Context: an optimization exercise on an open-source flow, tuned for small area, a short achievable clock period and few clock cycles. The choices shown serve that exercise and are no tape-out recipe. Function was checked by simulation only, so behaviour that the tests miss may differ from the original. No activity file was given, so power comes from the tool's default toggle rates.

==> flow/design.v <==
package rcsd_pkg;
  localparam logic [7:0] UNKNOWN_SYMBOL = 8'd88;
  localparam logic [7:0] TERM_SYMBOL = 8'd0;
  typedef enum logic [1:0] {
    PH_COUNT,
    PH_WIDTH,
    PH_SYMS,
    PH_BITS
  } phase_t;
  typedef enum logic [1:0] {
    ST_IDLE,
    ST_BIT,
    ST_READ,
    ST_FLUSH
  } ctl_state_t;
  typedef struct packed {
    logic accept;   
    logic step;     
    logic take;     
    logic flush;    
  } ctl_cmd_t;
  typedef struct packed {
    logic phase_bits;   
    logic hdr_emit;     
    logic done;         
    logic bit_last;     
    logic byte_end;     
    logic eof_new;      
    logic p_valid;      
    logic o_free;       
  } dp_sts_t;
endpackage
module rcsd_ctrl
(
  input  logic     clk,
  input  logic     rst_n,
  input  logic     in_valid,
  output logic     in_ready,
  input  rcsd_pkg::dp_sts_t  sts,
  output rcsd_pkg::ctl_cmd_t cmd
);
  rcsd_pkg::ctl_state_t state_r;
  rcsd_pkg::ctl_state_t state_nxt;
  always_ff @(posedge clk) begin
    if (!rst_n) begin
      state_r <= rcsd_pkg::ST_IDLE;
    end else begin
      state_r <= state_nxt;
    end
  end
  always_comb begin
    state_nxt = state_r;
    unique case (state_r)
      rcsd_pkg::ST_IDLE: begin
        if (in_valid) begin
          if (sts.phase_bits) begin
            state_nxt = rcsd_pkg::ST_BIT;
          end else if (sts.hdr_emit) begin
            state_nxt = rcsd_pkg::ST_READ;
          end
        end
      end
      rcsd_pkg::ST_BIT: begin
        if (sts.done) begin
          state_nxt = rcsd_pkg::ST_READ;
        end else if (sts.bit_last) begin
          state_nxt = sts.p_valid ? rcsd_pkg::ST_FLUSH : rcsd_pkg::ST_IDLE;
        end
      end
      rcsd_pkg::ST_READ: begin
        if (!sts.p_valid || sts.o_free) begin
          state_nxt = (sts.eof_new || sts.byte_end) ? rcsd_pkg::ST_FLUSH : rcsd_pkg::ST_BIT;
        end
      end
      rcsd_pkg::ST_FLUSH: begin
        if (sts.o_free) begin
          state_nxt = rcsd_pkg::ST_IDLE;
        end
      end
      default: state_nxt = rcsd_pkg::ST_IDLE;
    endcase
  end
  always_comb begin
    in_ready   = 1'b0;
    cmd        = '0;
    unique case (state_r)
      rcsd_pkg::ST_IDLE: begin
        in_ready   = 1'b1;
        cmd.accept = in_valid;
      end
      rcsd_pkg::ST_BIT: begin
        cmd.step = 1'b1;
      end
      rcsd_pkg::ST_READ: begin
        cmd.take = !sts.p_valid || sts.o_free;
      end
      rcsd_pkg::ST_FLUSH: begin
        cmd.flush = sts.o_free;
      end
      default: begin
        in_ready = 1'b0;
      end
    endcase
  end
endmodule
module rcsd_datapath
#(
  parameter int MAX_SYMBOLS = 255,
  parameter int MAX_WIDTH   = 4
) (
  input  logic       clk,
  input  logic       rst_n,
  input  rcsd_pkg::ctl_cmd_t   cmd,
  output rcsd_pkg::dp_sts_t    sts,
  input  logic [7:0] in_stream_byte,
  input  logic       out_ready,
  output logic       out_valid,
  output logic [7:0] out_symbol,
  output logic       out_unknown_code,
  output logic       out_end_of_frame,
  output logic       out_last
);
  localparam int AW  = (MAX_SYMBOLS > 1) ? $clog2(MAX_SYMBOLS) : 1;
  localparam int LWW = $clog2(MAX_WIDTH + 1);
  localparam int CW  = MAX_WIDTH;
  localparam int OW  = (1 << MAX_WIDTH) - 1;
  localparam int RW  = OW + 1;
  localparam int KW  = (RW > 9) ? RW : 9;
  rcsd_pkg::phase_t           phase_r, phase_nxt;
  logic [7:0]       count_r, count_nxt;
  logic [LWW-1:0]   lw_r, lw_nxt;
  logic [7:0]       hi_r, hi_nxt;
  logic             stage_r, stage_nxt;
  logic [CW-1:0]    bc_r, bc_nxt;
  logic [CW-1:0]    la_r, la_nxt;
  logic [OW-1:0]    off_r, off_nxt;
  logic [7:0]       byte_r, byte_nxt;
  logic [2:0]       bidx_r, bidx_nxt;
  logic             byte_end_r, byte_end_nxt;
  logic             unk_r, unk_nxt;
  logic             term_r, term_nxt;
  logic [7:0]       mem [MAX_SYMBOLS];
  logic [7:0]       mem_q_r;
  logic             wr_en, rd_en;
  logic [AW-1:0]    wr_addr, rd_addr;
  logic             p_vld_r, p_vld_nxt;
  logic [7:0]       p_sym_r, p_sym_nxt;
  logic             p_unk_r, p_unk_nxt;
  logic             p_eof_r, p_eof_nxt;
  logic             o_vld_r, o_vld_nxt;
  logic [7:0]       o_sym_r, o_sym_nxt;
  logic             o_unk_r, o_unk_nxt;
  logic             o_eof_r, o_eof_nxt;
  logic             o_last_r, o_last_nxt;
  logic [7:0]       hi_inc;
  logic             hdr_final;
  logic [LWW-1:0]   lw_clip;
  logic             bit_c;
  logic [CW:0]      la_ext;
  logic [CW-1:0]    la_step;
  logic [OW-1:0]    off_step;
  logic [CW-1:0]    bc_inc;
  logic             len_end;
  logic             done_c;
  logic [CW-1:0]    la_use;
  logic [RW-1:0]    rank_c;
  logic [KW-1:0]    rank_k;
  logic             known_c;
  logic [7:0]       res_sym;
  logic             res_eof;
  logic             o_free;
  always_comb begin
    hi_inc    = hi_r + 8'd1;
    hdr_final = (hi_inc >= count_r) || (hi_inc == 8'd0);
    lw_clip   = (in_stream_byte > 8'(MAX_WIDTH)) ? LWW'(MAX_WIDTH)
                                                 : in_stream_byte[LWW-1:0];
  end
  always_comb begin
    bit_c  = byte_r[bidx_r];
    la_ext = {la_r, bit_c};
    bc_inc = bc_r + CW'(1);
    if (!stage_r) begin
      la_step  = la_ext[CW-1:0];
      off_step = off_r;
      len_end  = bc_inc >= CW'(lw_r);
      done_c   = len_end && (la_step == '0);
      la_use   = '0;
    end else begin
      la_step  = la_r;
      off_step = off_r | (OW'(bit_c) << bc_r);
      len_end  = 1'b0;
      done_c   = bc_inc >= la_r;
      la_use   = la_r;
    end
    rank_c  = ((RW'(1) << la_use) - RW'(1)) + RW'(off_step);
    rank_k  = KW'(rank_c);
    known_c = (rank_k < KW'(count_r)) && (rank_k < KW'(MAX_SYMBOLS));
  end
  always_comb begin
    res_sym = unk_r ? rcsd_pkg::UNKNOWN_SYMBOL : mem_q_r;
    res_eof = term_r || (!unk_r && (mem_q_r == rcsd_pkg::TERM_SYMBOL));
    o_free  = !o_vld_r || out_ready;
  end
  always_comb begin
    phase_nxt    = phase_r;
    count_nxt    = count_r;
    lw_nxt       = lw_r;
    hi_nxt       = hi_r;
    stage_nxt    = stage_r;
    bc_nxt       = bc_r;
    la_nxt       = la_r;
    off_nxt      = off_r;
    byte_nxt     = byte_r;
    bidx_nxt     = bidx_r;
    byte_end_nxt = byte_end_r;
    unk_nxt      = unk_r;
    term_nxt     = term_r;
    wr_en        = 1'b0;
    wr_addr      = hi_r[AW-1:0];
    rd_en        = 1'b0;
    rd_addr      = '0;
    p_vld_nxt    = p_vld_r;
    p_sym_nxt    = p_sym_r;
    p_unk_nxt    = p_unk_r;
    p_eof_nxt    = p_eof_r;
    o_vld_nxt    = o_vld_r && !out_ready;
    o_sym_nxt    = o_sym_r;
    o_unk_nxt    = o_unk_r;
    o_eof_nxt    = o_eof_r;
    o_last_nxt   = o_last_r;
    if (cmd.accept) begin
      unique case (phase_r)
        rcsd_pkg::PH_COUNT: begin
          count_nxt = in_stream_byte;
          hi_nxt    = 8'd0;
          if (in_stream_byte != 8'd0) begin
            phase_nxt = rcsd_pkg::PH_WIDTH;
          end
        end
        rcsd_pkg::PH_WIDTH: begin
          lw_nxt    = lw_clip;
          phase_nxt = rcsd_pkg::PH_SYMS;
        end
        rcsd_pkg::PH_SYMS: begin
          wr_en        = hi_r < 8'(MAX_SYMBOLS);
          hi_nxt       = hi_inc;
          byte_end_nxt = 1'b1;
          if (hdr_final) begin
            stage_nxt = 1'b0;
            bc_nxt    = '0;
            la_nxt    = '0;
            off_nxt   = '0;
            if (lw_r == '0) begin
              rd_en     = 1'b1;
              unk_nxt   = 1'b0;
              term_nxt  = 1'b1;
              phase_nxt = rcsd_pkg::PH_COUNT;
            end else begin
              phase_nxt = rcsd_pkg::PH_BITS;
            end
          end
        end
        rcsd_pkg::PH_BITS: begin
          byte_nxt     = in_stream_byte;
          bidx_nxt     = 3'd7;
          byte_end_nxt = 1'b0;
        end
        default: phase_nxt = rcsd_pkg::PH_COUNT;
      endcase
    end else if (cmd.step) begin
      bidx_nxt     = bidx_r - 3'd1;
      byte_end_nxt = (bidx_r == 3'd0);
      if (done_c) begin
        stage_nxt = 1'b0;
        bc_nxt    = '0;
        la_nxt    = '0;
        off_nxt   = '0;
        unk_nxt   = !known_c;
        term_nxt  = 1'b0;
        rd_en     = known_c;
        rd_addr   = rank_k[AW-1:0];
      end else if (!stage_r) begin
        la_nxt = la_step;
        if (len_end) begin
          bc_nxt    = '0;
          stage_nxt = 1'b1;
        end else begin
          bc_nxt = bc_inc;
        end
      end else begin
        off_nxt = off_step;
        bc_nxt  = bc_inc;
      end
    end else if (cmd.take) begin
      if (p_vld_r) begin
        o_vld_nxt  = 1'b1;
        o_sym_nxt  = p_sym_r;
        o_unk_nxt  = p_unk_r;
        o_eof_nxt  = p_eof_r;
        o_last_nxt = 1'b0;
      end
      p_vld_nxt = 1'b1;
      p_sym_nxt = res_sym;
      p_unk_nxt = unk_r;
      p_eof_nxt = res_eof;
      if (res_eof) begin
        phase_nxt = rcsd_pkg::PH_COUNT;
      end
    end else if (cmd.flush) begin
      o_vld_nxt  = 1'b1;
      o_sym_nxt  = p_sym_r;
      o_unk_nxt  = p_unk_r;
      o_eof_nxt  = p_eof_r;
      o_last_nxt = 1'b1;
      p_vld_nxt  = 1'b0;
    end
  end
  always_ff @(posedge clk) begin
    if (!rst_n) begin
      phase_r <= rcsd_pkg::PH_COUNT;
      count_r <= '0;
      lw_r    <= '0;
      hi_r    <= '0;
      stage_r <= 1'b0;
      bc_r    <= '0;
      la_r    <= '0;
      off_r   <= '0;
      p_vld_r <= 1'b0;
      o_vld_r <= 1'b0;
    end else begin
      phase_r <= phase_nxt;
      count_r <= count_nxt;
      lw_r    <= lw_nxt;
      hi_r    <= hi_nxt;
      stage_r <= stage_nxt;
      bc_r    <= bc_nxt;
      la_r    <= la_nxt;
      off_r   <= off_nxt;
      p_vld_r <= p_vld_nxt;
      o_vld_r <= o_vld_nxt;
    end
  end
  always_ff @(posedge clk) begin
    byte_r     <= byte_nxt;
    bidx_r     <= bidx_nxt;
    byte_end_r <= byte_end_nxt;
    unk_r      <= unk_nxt;
    term_r     <= term_nxt;
    p_sym_r    <= p_sym_nxt;
    p_unk_r    <= p_unk_nxt;
    p_eof_r    <= p_eof_nxt;
    o_sym_r    <= o_sym_nxt;
    o_unk_r    <= o_unk_nxt;
    o_eof_r    <= o_eof_nxt;
    o_last_r   <= o_last_nxt;
  end
  always_ff @(posedge clk) begin
    if (wr_en) begin
      mem[wr_addr] <= in_stream_byte;
    end
    if (rd_en) begin
      mem_q_r <= (wr_en && (wr_addr == rd_addr)) ? in_stream_byte : mem[rd_addr];
    end
  end
  always_comb begin
    sts.phase_bits = (phase_r == rcsd_pkg::PH_BITS);
    sts.hdr_emit   = (phase_r == rcsd_pkg::PH_SYMS) && hdr_final && (lw_r == '0);
    sts.done       = done_c;
    sts.bit_last   = (bidx_r == 3'd0);
    sts.byte_end   = byte_end_r;
    sts.eof_new    = res_eof;
    sts.p_valid    = p_vld_r;
    sts.o_free     = o_free;
  end
  assign out_valid        = o_vld_r;
  assign out_symbol       = o_sym_r;
  assign out_unknown_code = o_unk_r;
  assign out_end_of_frame = o_eof_r;
  assign out_last         = o_last_r;
endmodule
module rank_code_stream_decoder_unit
#(
  parameter int MAX_SYMBOLS = 255,
  parameter int MAX_WIDTH   = 4
) (
  input  logic       clk,
  input  logic       rst_n,
  input  logic       in_valid,
  output logic       in_ready,
  input  logic [7:0] in_stream_byte,
  output logic       out_valid,
  input  logic       out_ready,
  output logic [7:0] out_symbol,
  output logic       out_unknown_code,
  output logic       out_end_of_frame,
  output logic       out_last
);
  rcsd_pkg::ctl_cmd_t cmd;
  rcsd_pkg::dp_sts_t  sts;
  rcsd_ctrl u_ctrl (
    .clk      (clk),
    .rst_n    (rst_n),
    .in_valid (in_valid),
    .in_ready (in_ready),
    .sts      (sts),
    .cmd      (cmd)
  );
  rcsd_datapath #(
    .MAX_SYMBOLS (MAX_SYMBOLS),
    .MAX_WIDTH   (MAX_WIDTH)
  ) u_datapath (
    .clk              (clk),
    .rst_n            (rst_n),
    .cmd              (cmd),
    .sts              (sts),
    .in_stream_byte   (in_stream_byte),
    .out_ready        (out_ready),
    .out_valid        (out_valid),
    .out_symbol       (out_symbol),
    .out_unknown_code (out_unknown_code),
    .out_end_of_frame (out_end_of_frame),
    .out_last         (out_last)
  );
endmodule
==> flow/run.sh <==
#!/bin/bash
# synth_recipe.tcl (not shown) runs the flow's synth.tcl, then flattens the netlist and writes it again
# the make line also repeats each setting of config.mk as NAME=value (left out here)
make -C /OpenROAD-flow-scripts/flow DESIGN_CONFIG=/design/flow/config.mk WORK_HOME=/design/flow/orfs CLKGATE_MAP_FILE= SYNTH_SCRIPT=/design/flow/synth_recipe.tcl finish
==> flow/config.mk <==
export PLATFORM = sky130hd
export DESIGN_NAME = rank_code_stream_decoder_unit
export DESIGN_NICKNAME = rank_code_stream_decoder_unit
export VERILOG_FILES = /design/flow/design.v
export SDC_FILE = /design/flow/constraint.sdc
export NUM_CORES = 4
export LEC_CHECK = 0
export CAP_MARGIN = 20
export CORE_MARGIN = 2
export CORE_UTILIZATION = 40
export SETUP_SLACK_MARGIN = 0.5
export SLEW_MARGIN = 20
==> flow/constraint.sdc <==
create_clock -name core_clock -period 7.0 [get_ports {clk}]
set_input_delay 1.4000 -clock core_clock [delete_from_list [all_inputs] [get_ports {clk}]]
set_output_delay 1.4000 -clock core_clock [all_outputs]
set_load 0.01 [all_outputs]
==> impl_metrics.yaml <==
sta:
  fin_ws_ns: 0.585
  fin_tns_setup_ns: 0
  slew-limit-headroom_pct: 16.9
  worst_slew_pin_slew_ns: 1.24
  period_minus_slack_ns: 6.42
  max_freq_mhz: 156
  rsz0062_at_grt: "true"
  finalCritPeriodShare_pct: 91.6
  finalMaxSlewViolations: 0
  setup_viol: 0
  finClkSkew_ns: 0.0427
  hold_violations: 0
detailed_routing:
  vias: 53300
  firstDrtPassIters: 6
  drt_iter0_drc: 7360
  wl_per_cell_um: 29.9
  drc: 0
  vias_per_cell: 6.10
  wl_um: 261000
  final_antenna_net_count: 0
cts:
  cts_buffers: 209
  cts_max_level: 4
  cts_sinks: 2132
  cts-root-buf: "clkbuf_16"
  insertion_delay_ns: 0.87
  cts_tree: "yes"
  cts_hold_buf: 0
  path_clk_slew_ns: 0.06
  clockBufferDepth: 3
logic_synthesis:
  syn-num-nets: 5838
  synth.top_cell.area_share_pct: 75.4
  syn_area_um2: 82900
  syn_area_per_cell_um2: 14.4
  synthesis.instances: 5761
  ys.flop_type: "edfxtp_1"
  synth_area_leaders: "edfxtp_1, nand2_1, o22ai_1"
  async_reset_ff_share_pct: 0
  yosysTopAreaCell: "edfxtp_1"
  synth_most_common_cell: "edfxtp_1"
  synth_top_cells_by_count: "edfxtp_1, nand2_1, nor2_1"
  ys_ff_latch: 2132
  yosysUniqueCellTypes: 82
  synth_edf_count: 2083
  yosysWarnings: 2
  ys_seq_area_share_pct: 76.6
power:
  vdd_drop_max_v: 0.000181
  pwr_density_cell_nw_per_um2: 267
  total_power_w: 0.0252
  p_leak_nw: 29.7
global_route:
  first_global_vias: 50400
  grt_max_degree: 180
  grt_first_pass_wirelength_um: 370000
  grt-ovfl-total: 0
  grt_usage_pct: 24.2
  antenna_found_initial: 7
place:
  place_ws_ns: 0.0530
  portBuffers: 24
  dp.cells: 8349
  place_congestion: 0.959
  place_area_um2: 87400
  dp_hpwl_um: 159000
worst_setup_path:
  critPathArrivalTime_ns: 7.15
  worst_path_max_delay_cell: "fa_1"
  path_buf_inv: 3
  worstSetupPathType: "reg2reg"
  worst_ep_required_time_ns: 7.74
  crit_path_cell_trace: "mux4_2 > mux2i_4 > nor4_4 > a21oi_1 > ha_1 > inv_1 > ha_1 > inv_1 > fa_1 > nor2_2 > and4_1 > a32oi_4 > buf_12 > o22ai_1 > a311o_1 > nor3_2 > a21oi_1 > and4_1 > o32ai_1 > o211a_1"
  cpPeakStageDelay_ns: 0.76
  crit_family: "compound AO/OA/AOI/OAI gates"
  end_kind: "flip-flop"
  start_kind: "flip-flop"
  path_max_fanout: 30
floorplan:
  ios: 25
  num_rows: 167
  die_w_um: 459
  die_y_um: 459
  dieArea_um2: 211000
  start_util_pct: 40.1
  core-area_um2: 207000
final_layout:
  design_area_um2: 94100
  final_layout_size_suffix_gt1_share_pct: 9.62
  area_delta_synth_final_pct: 13.5
  fin_nets: 5945
  instances_no_fill: 8739
run_status:
  outcome: "finished clean"
flow_run:
  max-cap-violations: 0
hold_path:
  hold_path.class: "reg2reg"
-- placed cells by master, fill, tap and decap left out, types with 20 or more instances in the layout --
master	Yosys	final
a211oi_1	30	26
a21oi_1	154	153
a311oi_1	21	20
a31oi_1	147	147
a32oi_1	37	36
and3_1	35	35
buf_12	0	44
buf_4	9	178
clkbuf_1	205	54
clkbuf_16	0	211
clkinv_1	3	51
clkinv_2	0	27
dfxtp_1	49	49
edfxtp_1	2083	2083
ha_1	64	63
inv_1	73	73
mux2i_1	82	82
nand2_1	906	902
nand3_1	251	250
nand4_1	68	68
nor2_1	455	450
nor3_1	73	69
nor4_1	50	45
o21ai_0	61	59
o221ai_1	73	72
o22ai_1	423	423
-- report_power, final --
part	internal (W)	switching, W
combinational	0.0000347	0.000262
sequential	0.0140	0.00000294
clock	0.00605	0.00483
-- layer usage --
layer / track usage, % / wire (um) / vias up
met5: 0 / 12 / -
li1: - / - / 22500
met4: 10.4 / 11600 / 2
met2: 36.3 / 117000 / 3200
met3: 5.67 / 28600 / 541
met1: 33.8 / 104000 / 27000
-- worst reg2reg max path: stages, from the launching register on --
cell and delay (ns):
edfxtp_1 0.44, mux4_2 0.57, mux2i_4 0.35, nor4_4 0.11, a21oi_1 0.20, ha_1 0.25
inv_1 0.07, ha_1 0.18, inv_1 0.07, fa_1 0.76, nor2_2 0.18, and4_1 0.26
a32oi_4 0.47, buf_12 0.33, o22ai_1 0.14, a311o_1 0.30, nor3_2 0.38, a21oi_1 0.17
and4_1 0.35, o32ai_1 0.44, o211a_1 0.27
-- stage by stage --
| stage | util, % | hold WS (ns) |
|---|---|---|
| 6_report | 45.6 | 0.419 |
| 2_1_floorplan | - | 0.400 |
| 5_1_grt | 45.6 | 0.437 |
| 3_5_place_dp | 42.3 | 0.405 |
| 4_1_cts | 45.5 | 0.420 |
| 3_3_place_gp | 42.3 | 0.406 |
-- logic make-up after synthesis --
logic type | Yosys count | share of synthesized area (%)
fa+ha+maj | 65 | 0.990
simple gates | 1904 | 9.82
xor+xnor | 23 | 0.252
compound gates | 1117 | 9.09
flops | 2132 | 76.6
buf+inv | 430 | 2.12
mux | 90 | 1.14
-- final timing paths --
path | from | endpoint | slack [ns] | cells past startpoint
setup reg to reg | u_datapath.bidx_r[0]$_SDFFCE_PP1P_ | u_datapath.mem_q_r[1]$_DFFE_PP_ | 0.58 | 20
setup / recovery | u_datapath.bidx_r[0]$_SDFFCE_PP1P_ | u_datapath.mem_q_r[1]$_DFFE_PP_ | 0.58 | 20
hold / removal | u_datapath.p_sym_r[6]$_SDFFCE_PP1P_ | u_datapath.o_sym_r[6]$_DFFE_PP_ | 0.42 | 0
hold reg to reg | u_datapath.p_sym_r[6]$_SDFFCE_PP1P_ | u_datapath.o_sym_r[6]$_DFFE_PP_ | 0.42 | 0
-- final cells by class --
class / count / area, um2
timing repair buffer: 248 / 2510
tap: 2704 / 3380
sequential: 2132 / 63500
multi-input combinational: 3200 / 17900
clock buffer: 265 / 5480
fill: 17900 / 113000
clock inverter: 107 / 1020
antenna: 6 / 15.0
inverter: 77 / 289
-- registers in the layout, indices dropped and copies added, names as in the netlist, 4 cells and up --
signal and cells:
u_datapath.byte_r 8, u_datapath.bc_r 4, u_datapath.o_sym_r 8, u_datapath.la_r 4, u_datapath.count_r 8, u_datapath.mem_q_r 8
u_datapath.p_sym_r 8, u_datapath.off_r 15, u_datapath.mem 2040, u_datapath.hi_r 8
-- what timing repair did --
| action | 4_1_cts | 5_1_grt |
|---|---|---|
| endpoints found under the setup margin | 16 | 16 |
| buffers inserted | 0 | 11 |
| resized for setup | 4 | 16 |
| endpoints found under the hold margin | 0 | 0 |
| gates cloned | 0 | 1 |
| pin swaps | 0 | 4 |
Testbench counts, summed over its fixed seeds: cycles 102,410.

## port drivers added, routing unchanged
The flow's constraints put no driver on any port. The routed layout listed below was extracted and timed again, unchanged, in two steps. Step 1: set_driving_cell puts a clkbuf_16 on clk and a buf_2 on each other input, an assumption about the parent block. Step 2, shift: input delay + t, output delay - t, t = (earliest + latest rising clock arrival at the registers) / 2. This alone moves slack from input paths to output paths. Three values: ideal ports, drivers, drivers and shift; two values: the first two.
t (ns): 0.946
setup slack, ns: 0.585 / 0.585 / 0.585
latest minus earliest clock arrival (ns): 0.051 / 0.050
worst register clock-pin slew, ns: 0.07 / 0.07
worst slew at a driven data input, ns: 0.05
After both steps setup and hold are still met in this run. The setup slack of this run moves by 0.000 ns with the drivers and by 0.000 ns with both steps.
